What follows belongs to an exercise in optimizing a design on an open flow for small area and few clock cycles; a production flow would make more cautious choices.
In this exercise RTL edits were held to simulation tests only and were not proved equivalent to the original.
Power and IR drop assume default switching activity. No driver is modelled on the clock port, so clocking that relies on it looks cheaper here than on a real chip.

// rob_top
module rob_top (
  input  wire                    clk,
  input  wire                    rst,
  input  wire                    dispatch_valid,
  input  wire                    dispatch_reg_write_en,
  input  wire [5-1:0]  dispatch_reg_write_addr,
  input  wire [31:0]             dispatch_pc,
  input  wire [4-1:0]       dispatch_exc,
  output logic                   rob_full,
  output logic [3-1:0]  dispatch_tag,
  input  wire                    wb_valid,
  input  wire [3-1:0]   wb_tag,
  input  wire [32-1:0]      wb_data,
  input  wire [4-1:0]       wb_exc,
  output logic                   commit_valid,
  output logic [3-1:0]  commit_tag,
  output logic                   commit_reg_write_en,
  output logic [5-1:0] commit_reg_write_addr,
  output logic [32-1:0]     commit_data,
  output logic [31:0]            commit_pc,
  output logic [4-1:0]      commit_exc,
  output logic                   flush
);
For scale: about 1200 cells after synthesis, about 590 flip-flops, ~170 I/O pins, ~22000 sq um of cells after synthesis.
export LEC_CHECK = 0
export CAP_MARGIN = 20
export CORE_MARGIN = 2
export CORE_UTILIZATION = 65
export SLEW_MARGIN = 20
create_clock -name core_clock -period 4.0 [get_ports {clk}]
standard.sh (not shown) runs the stock make flow with config.mk's settings and CLKGATE_MAP_FILE= SYNTH_SCRIPT=/design/flow/synth_recipe.tcl, a recipe that flattens the netlist after the stock synthesis.
==> flow/flow/run.sh <==
#!/bin/bash
# The standard layout (standard.sh), with these changes:
# - port buffers are the smallest buffer cell, not the delay buffer
#   buffer_ports picks by default;
# - clock tree: larger sink clusters of clkbuf_16, no dummy loads;
# - after global routing, cells on paths with slack are downsized.
# The full make output is in standard.log; ORFS's per-step logs are under orfs/logs.
set -euo pipefail
export BUFFER_PORTS_ARGS="-buffer_cell sky130_fd_sc_hd__buf_1"
export CTS_ARGS="-sink_clustering_enable -repair_clock_nets -sink_clustering_size 30 -sink_clustering_max_diameter 60 -buf_list sky130_fd_sc_hd__clkbuf_16 -dont_use_dummy_load"
export RECOVER_POWER=100
bash standard.sh > standard.log 2>&1
The baseline finished with capacitance limit, slew limit left.
Testbench counts at the start, summed over its fixed seeds: cycles 23,465.
Next try:
--- a/flow/flow/run.sh
+++ b/flow/flow/run.sh
@@ -6 +5,0 @@
-# - after global routing, cells on paths with slack are downsized.
@@ -11 +9,0 @@
-export RECOVER_POWER=100
=> This time the run went through all stages and came out clean; total power rose by 0.76%; utilization rose by 0.69 points; clock skew is about the same; via count barely changes; global-route usage is unchanged; wire length hardly moves; die area stays the same; synthesized area is unchanged; sequential share of layout area fell by 0.67 points.
Next try:
--- a/flow/flow/run.sh
+++ b/flow/flow/run.sh
@@ -2,0 +3,3 @@
+# - synthesis: the same script (synth_recipe.tcl), but ABC maps the logic with
+#   flow/abc.script (area-oriented, no buffering or sizing; the resizer does
+#   that after placement) in place of ORFS's abc_speed.script;
@@ -5 +8 @@
-# - clock tree: larger sink clusters of clkbuf_16, no dummy loads;
+# - clock tree: larger sink clusters of clkbuf_16, no dummy loads.
@@ -7,0 +11,7 @@
+here=$(pwd)
+rm -rf "$here/scripts"
+cp -r "$FLOW_HOME/scripts" "$here/scripts"
+cp "$here/flow/abc.script" "$here/scripts/abc_speed.script"
+{ echo "set ::env(SCRIPTS_DIR) $here/scripts"; cat "$here/synth_recipe.tcl"; } > "$here/own_synth.tcl"
+sed -e "s#$here/synth_recipe.tcl#$here/own_synth.tcl#" standard.sh > own_standard.sh
+grep -q own_synth.tcl own_standard.sh
@@ -10 +20 @@
-bash standard.sh > standard.log 2>&1
+bash own_standard.sh > standard.log 2>&1
==> flow/flow/abc.script (new file) <==
&get -n
&st
&dch
&nf
&put
topo
stime -c
After rerunning: Setup slack is worse by 0.078 ns. Non-clock buffer count fell by 7. Hold slack is worse by 0.061 ns. Cell count fell by about 2.3%. Register-to-register slack is worse by 0.20 ns. Power fell by 13%. Final area fell by 2.3%. Global-route usage rose by 1.3 points. First-iteration DRC count rose by 3.9%.


v45:
rob_top again, from the RTL that the note above started with.
clock: 4.0 ns
lec_check: 0
cap_margin: 20
core_margin: 2
core_utilization: 65
cts_buf_list: sky130_fd_sc_hd__clkbuf_16
cts_cluster_diameter: 60
cts_cluster_size: 30
slew_margin: 20
run.sh (not shown) runs the stock make flow with config.mk's settings and CLKGATE_MAP_FILE= SYNTH_SCRIPT=/design/flow/synth_recipe.tcl, a recipe that flattens the netlist after the stock synthesis.
Stock flow here: none of the scripts above is used.
Looking at the reports, v45 completed the entire flow and the layout it produced met the timing, DRC and antenna checks.
Testbench counts of v45, summed over its fixed seeds: cycles 23,465.
[inputs] v35 vs v45
Settings: CTS_CLUSTER_SIZE no longer set, was 30; CORE_UTILIZATION now 40, was 65; CTS_CLUSTER_DIAMETER no longer set, was 60; CTS_BUF_LIST no longer set, was sky130_fd_sc_hd__clkbuf_16.
Notes after the runs:
Setup TNS: v45 vs v35 — no meaningful difference. Sequential share of layout area: lower on v35. [compare] base=v45 new=v35: global-route wire length before repair now sits higher; setup slack of the most critical reg-to-reg path +80 ps; average vias per placed instance went down 14%. v35 has final cell count without fillers above what v45 had. Combinational power of v35 exceeds that of v45 by a few percent. Fraction of power consumed by combinational cells: v35 and v45 compared, lower one is v35. Max fmax across v35 and v45: v45. Diff v45 -> v35 | post-detailed-routing wire length | increase of about 8%. head_q[1] as the start point of the critical path was reported by v45, and head_q[0] by v35. Diff v45 -> v35 | height of the die | increase of about 27%. Result for v35 and v45: all clean.
Input changes introduced in v52 (baseline for comparison: v35):
Settings: CORE_UTILIZATION: 40 -> 75; SLEW_MARGIN: 20 -> 10; CAP_MARGIN: 20 -> 10.
==> flow/flow/run.sh (new file) <==
#!/bin/bash
# The standard layout (standard.sh), with these changes:
# - synthesis: the same script (synth_recipe.tcl), but ABC maps the logic with
#   flow/abc.script (area-oriented, no buffering or sizing; the resizer does
#   that after placement) in place of ORFS's abc_speed.script;
# - port buffers are the smallest buffer cell, not the delay buffer
#   buffer_ports picks by default;
# - clock tree: larger sink clusters of clkbuf_16, no dummy loads.
# The full make output is in standard.log; ORFS's per-step logs are under orfs/logs.
set -euo pipefail
here=$(pwd)
rm -rf "$here/scripts"
cp -r "$FLOW_HOME/scripts" "$here/scripts"
cp "$here/flow/abc.script" "$here/scripts/abc_speed.script"
{ echo "set ::env(SCRIPTS_DIR) $here/scripts"; cat "$here/synth_recipe.tcl"; } > "$here/own_synth.tcl"
sed -e "s#$here/synth_recipe.tcl#$here/own_synth.tcl#" standard.sh > own_standard.sh
grep -q own_synth.tcl own_standard.sh
export BUFFER_PORTS_ARGS="-buffer_cell sky130_fd_sc_hd__buf_1"
export CTS_ARGS="-sink_clustering_enable -repair_clock_nets -sink_clustering_size 30 -sink_clustering_max_diameter 100 -buf_list sky130_fd_sc_hd__clkbuf_16 -dont_use_dummy_load"
bash own_standard.sh > standard.log 2>&1
==> flow/flow/abc.script (new file) <==
&get -n
&st
&dch
&nf
&put
topo
stime -c
==> flow/standard.sh (new file) <==
#!/bin/bash
# synth_recipe.tcl (not shown) runs the flow's synth.tcl, then flattens the netlist and writes it again
# the make line also repeats each setting of config.mk as NAME=value (left out here)
make -C /OpenROAD-flow-scripts/flow DESIGN_CONFIG=/design/flow/config.mk WORK_HOME=/design/flow/orfs CLKGATE_MAP_FILE= SYNTH_SCRIPT=/design/flow/synth_recipe.tcl "${@:-finish}"
removed: flow/run.sh
--- outcome ---
[v52] share of power burned in combinational logic fell 8.5 points relative to v35
[v52 vs v35] clock skew: higher in v52
Comparing v52 and v35, multiplexer share of the synthesized area is higher on v35.
Clock group share of total power down 7.9 points in v52 wrt v35
v52: combined area of the multi-input logic cells is 9.5% lower than what v35 reported.
The termination of the worst setup path comes out commit_data[1] in one run and commit_data[20] in the other, namely in v35 and v52 respectively.
Summary of v52 over v35: combinational power saw a decrease; count of clock-buffer cells in the layout saw a decrease; total wirelength of the detailed-routed design saw a decrease; routed metal-1 wirelength saw a decrease.
Taking v35 as the reference, in v52 biggest cell delay along the critical path now sits lower, via count fell about 3.3%.
## Diff of input files: v19 against v52
Settings: SLEW_MARGIN: 10 -> 20; CORE_UTILIZATION: 75 -> 65; CAP_MARGIN: 10 -> 20.
==> flow/run.sh (new file) <==
#!/bin/bash
# synth_recipe.tcl (not shown) runs the flow's synth.tcl, then flattens the netlist and writes it again
# the make line also repeats each setting of config.mk as NAME=value (left out here)
make -C /OpenROAD-flow-scripts/flow DESIGN_CONFIG=/design/flow/config.mk WORK_HOME=/design/flow/orfs CLKGATE_MAP_FILE= SYNTH_SCRIPT=/design/flow/synth_recipe.tcl finish
removed: flow/flow/run.sh
removed: flow/flow/abc.script
removed: flow/standard.sh
## What came out
Both conditions hold for v19: the flow ran to the end and the final layout passed the timing, DRC and antenna checks.
commit_data[20] as the timing endpoint of the critical path was reported by v52, and commit_pc[1] by v19.
Detailed-route wire length (v52 / v19): 0.928
From v52 to v19 the numbers moved as follows: pin count of the biggest net entering global routing saw a decrease, sequential standard cell area saw little to no change, cell count after synthesis saw an increase.
In v19 relative to v52, post-route cell area had gone up by more than 10%.
On length of routed met2 wiring, the lower figure sits with v52, not v19.
| smallest setup slack after layout | lower: v19 |
Summary of v19 over v52: cell count went up by 207; number of non-clock buffers in the layout went up by 14%.


The RTL this note starts from:
==> flow/design.v <==
`default_nettype none
module rob_top (
  input  wire                    clk,
  input  wire                    rst,
  input  wire                    dispatch_valid,
  input  wire                    dispatch_reg_write_en,
  input  wire [5-1:0]  dispatch_reg_write_addr,
  input  wire [31:0]             dispatch_pc,
  input  wire [4-1:0]       dispatch_exc,
  output logic                   rob_full,
  output logic [3-1:0]  dispatch_tag,
  input  wire                    wb_valid,
  input  wire [3-1:0]   wb_tag,
  input  wire [32-1:0]      wb_data,
  input  wire [4-1:0]       wb_exc,
  output logic                   commit_valid,
  output logic [3-1:0]  commit_tag,
  output logic                   commit_reg_write_en,
  output logic [5-1:0] commit_reg_write_addr,
  output logic [32-1:0]     commit_data,
  output logic [31:0]            commit_pc,
  output logic [4-1:0]      commit_exc,
  output logic                   flush
);
  localparam int N  = 8;
  localparam int TW = 3;
  localparam int EW = (1 + 5 + 32);
  localparam int DW = 32;
  localparam int XW = 4;
  logic [TW:0]   head_q;
  logic [TW:0]   tail_q;
  logic [TW-1:0] head_tag;
  logic [TW-1:0] tail_tag;
  logic          full;
  logic [EW-1:0] entry_q [N];
  logic [DW-1:0] data_q  [N];
  logic [N-1:0]  done_q;
  logic          fv_q;
  logic [TW-1:0] ftag_q;
  logic [XW-1:0] fcode_q;
  logic          fdec_q;
  logic [N-1:0]  head_sel;
  logic [N-1:0]  tail_sel;
  logic [N-1:0]  wb_sel;
  logic          nonempty;
  logic          head_done;
  logic          wb_hit;
  logic          fault_head;
  logic          accept;
  logic          clear;
  logic [EW-1:0] head_entry;
  logic [DW-1:0] head_data;
  always_comb begin
    for (int i = 0; i < N; i++) begin
      head_sel[i] = (head_tag == TW'(i));
      tail_sel[i] = (tail_tag == TW'(i));
      wb_sel[i]   = wb_valid && (wb_tag == TW'(i));
    end
  end
  always_comb begin
    head_entry = '0;
    head_data  = '0;
    for (int i = 0; i < N; i++) begin
      head_entry = head_entry | ({EW{head_sel[i]}} & entry_q[i]);
      head_data  = head_data  | ({DW{head_sel[i]}} & data_q[i]);
    end
  end
  assign head_tag   = head_q[TW-1:0];
  assign tail_tag   = tail_q[TW-1:0];
  assign nonempty   = (head_q != tail_q);
  assign full       = (head_tag == tail_tag) && (head_q[TW] != tail_q[TW]);
  assign head_done  = |(head_sel & done_q);
  assign wb_hit     = wb_valid && (wb_tag == head_tag);
  assign fault_head = fv_q && (ftag_q == head_tag);
  assign commit_valid = nonempty && (head_done || wb_hit);
  assign commit_tag   = head_tag;
  assign {commit_reg_write_en, commit_reg_write_addr, commit_pc} = head_entry;
  assign commit_data  = wb_hit ? wb_data : ((fault_head && fdec_q) ? '0 : head_data);
  assign commit_exc   = wb_hit ? wb_exc : (fault_head ? fcode_q : '0);
  assign flush        = commit_valid && (|commit_exc);
  assign rob_full     = full && !commit_valid;
  assign dispatch_tag = tail_tag;
  assign accept       = dispatch_valid && !rob_full && !flush;
  assign clear        = !rst || flush;
  always_ff @(posedge clk) begin
    if (clear) begin
      head_q  <= '0;
      tail_q  <= '0;
    end else begin
      if (commit_valid) head_q <= head_q + 1'b1;
      if (accept)       tail_q <= tail_q + 1'b1;
    end
  end
  always_ff @(posedge clk) begin
    for (int i = 0; i < N; i++) begin
      if (tail_sel[i] && !rob_full) entry_q[i] <= {dispatch_reg_write_en, dispatch_reg_write_addr, dispatch_pc};
      if (wb_sel[i])                data_q[i]  <= wb_data;
    end
  end
  always_ff @(posedge clk) begin
    for (int i = 0; i < N; i++) begin
      if (accept && tail_sel[i]) done_q[i] <= |dispatch_exc;
      else if (wb_sel[i])        done_q[i] <= 1'b1;
    end
  end
  logic [TW-1:0] age_wb;
  logic [TW-1:0] age_f;
  assign age_wb = wb_tag - head_tag;
  assign age_f  = ftag_q - head_tag;
  always_ff @(posedge clk) begin
    if (clear) begin
      fv_q <= 1'b0;
    end else if (wb_valid && (|wb_exc) && (!fv_q || age_wb < age_f)) begin
      fv_q    <= 1'b1;
      ftag_q  <= wb_tag;
      fcode_q <= wb_exc;
      fdec_q  <= 1'b0;
    end else if (!fv_q && accept && (|dispatch_exc)) begin
      fv_q    <= 1'b1;
      ftag_q  <= tail_tag;
      fcode_q <= dispatch_exc;
      fdec_q  <= 1'b1;
    end
  end
endmodule
`default_nettype wire
clock: 4.0 ns
lec_check: 0
cap_margin: 0
core_margin: 2
core_utilization: 75
slew_margin: 0
standard.sh (not shown) runs the stock make flow with config.mk's settings and CLKGATE_MAP_FILE= SYNTH_SCRIPT=/design/flow/synth_recipe.tcl, a recipe that flattens the netlist after the stock synthesis.
==> flow/flow/run.sh <==
#!/bin/bash
# The standard layout (standard.sh), with these changes:
# - synthesis: the same script (synth_recipe.tcl), but ABC maps the logic with
#   flow/abc.script (area-oriented, no buffering or sizing; the resizer does
#   that after placement) in place of ORFS's abc_speed.script;
# - port buffers are the smallest buffer cell, not the delay buffer
#   buffer_ports picks by default;
# - clock tree: larger sink clusters of clkbuf_16, no dummy loads.
# The full make output is in standard.log; ORFS's per-step logs are under orfs/logs.
set -euo pipefail
here=$(pwd)
rm -rf "$here/scripts"
cp -r "$FLOW_HOME/scripts" "$here/scripts"
cp "$here/flow/abc.script" "$here/scripts/abc_speed.script"
{ echo "set ::env(SCRIPTS_DIR) $here/scripts"; cat "$here/synth_recipe.tcl"; } > "$here/own_synth.tcl"
sed -e "s#$here/synth_recipe.tcl#$here/own_synth.tcl#" standard.sh > own_standard.sh
grep -q own_synth.tcl own_standard.sh
export BUFFER_PORTS_ARGS="-buffer_cell sky130_fd_sc_hd__buf_1"
export CTS_ARGS="-sink_clustering_enable -repair_clock_nets -sink_clustering_size 30 -sink_clustering_max_diameter 100 -buf_list sky130_fd_sc_hd__clkbuf_16 -dont_use_dummy_load"
bash own_standard.sh > standard.log 2>&1
==> flow/flow/abc.script <==
&get -n
&st
&syn2
&dch
&nf -R 1000 -p -F 8 -A 4
&put
topo
stime -c
The baseline completed without violations.
Testbench counts at the start, summed over its fixed seeds: cycles 23,465.
Then changed:
Settings changed: CAP_MARGIN 0 to 10, CORE_UTILIZATION 75 to 82, PLACE_DENSITY from default to 0.9, SLEW_MARGIN 0 to 10.
What happened:
- The new run ended with an error in detailed placement (3_5_place_dp)
- synthesized cell count does not change
- area after synthesis does not change
Then changed:
--- a/flow/flow/run.sh
+++ b/flow/flow/run.sh
@@ -17,4 +17,4 @@
 grep -q own_synth.tcl own_standard.sh
 export BUFFER_PORTS_ARGS="-buffer_cell sky130_fd_sc_hd__buf_1"
-export CTS_ARGS="-sink_clustering_enable -repair_clock_nets -sink_clustering_size 30 -sink_clustering_max_diameter 100 -buf_list sky130_fd_sc_hd__clkbuf_16 -dont_use_dummy_load"
+export CTS_ARGS="-sink_clustering_enable -repair_clock_nets -sink_clustering_size 33 -sink_clustering_max_diameter 110 -buf_list sky130_fd_sc_hd__clkbuf_16 -dont_use_dummy_load"
 bash own_standard.sh > standard.log 2>&1
Settings changed: CORE_UTILIZATION 82 to 75, GPL_TIMING_DRIVEN from default to 0, PLACE_DENSITY 0.9 to default.
The changed run went through all stages and came out clean; synthesized cell count stays the same; synthesized area does not change.
Then changed:
--- a/flow/flow/run.sh
+++ b/flow/flow/run.sh
@@ -17,4 +17,4 @@
 grep -q own_synth.tcl own_standard.sh
 export BUFFER_PORTS_ARGS="-buffer_cell sky130_fd_sc_hd__buf_1"
-export CTS_ARGS="-sink_clustering_enable -repair_clock_nets -sink_clustering_size 33 -sink_clustering_max_diameter 110 -buf_list sky130_fd_sc_hd__clkbuf_16 -dont_use_dummy_load"
+export CTS_ARGS="-sink_clustering_enable -repair_clock_nets -sink_clustering_size 30 -sink_clustering_max_diameter 100 -buf_list sky130_fd_sc_hd__clkbuf_16 -dont_use_dummy_load"
 bash own_standard.sh > standard.log 2>&1
Settings changed: GPL_TIMING_DRIVEN 0 to default.
Wire length came out lower by 12%.
Area after synthesis stays the same.
Setup slack improves by 0.13 ns.
Core utilization goes down by 1.9 points.
Critical path depth went down by 1.

-- what the ideal ports hide --
The flow's constraints put no driver on any port. The routed layouts listed below were extracted and timed again, unchanged, in two steps.
Step 1: set_driving_cell puts a clkbuf_16 on clk and a buf_2 on each other input, an assumption about the parent block.
Step 2 moves the port delays by t, midway between the first and last clock arrival at a register: inputs arrive t later, outputs are due t later. That takes back most of the time a late clock gives input paths.
Three values: no drivers, after step 1, after step 2; two values: the first two.
run | t, ns | setup slack, ns | worst hold slack (ns) | worst setup path after step 2
the first run of note 1 | 0.570 | 0.166 / 0.111 / -0.226 | 0.552 / 0.552 / 0.552 | input to register
the second run of note 1 | 0.572 | 0.222 / 0.167 / 0.181 | 0.553 / 0.553 / 0.553 | input to register
the third run of note 1 | 0.568 | 0.144 / 0.088 / 0.185 | 0.492 / 0.492 / 0.492 | input to register
v45 | 0.587 | 0.103 / 0.048 / 0.041 | 0.570 / 0.570 / 0.570 | input to register
v35 | 0.664 | 0.083 / 0.027 / 0.079 | 0.551 / 0.551 / 0.551 | input to register
v52 | 0.595 | 0.212 / 0.157 / 0.172 | 0.493 / 0.471 / 0.493 | input to register
v19 | 0.643 | 0.032 / -0.021 / 0.118 | 0.567 / 0.567 / 0.567 | input to output
the first run of note 3 | 0.593 | 0.161 / 0.110 / 0.448 | 0.556 / 0.542 / 0.556 | input to register
the third run of note 3 | 0.589 | 0.031 / -0.020 / -0.122 | 0.555 / 0.537 / 0.555 | input to register
the fourth run of note 3 | 0.593 | 0.161 / 0.110 / 0.448 | 0.556 / 0.542 / 0.556 | input to register
For the first run of note 1, which loses most, drivers alone change the setup slack by -0.055 ns; drivers and shift together by -0.392 ns.
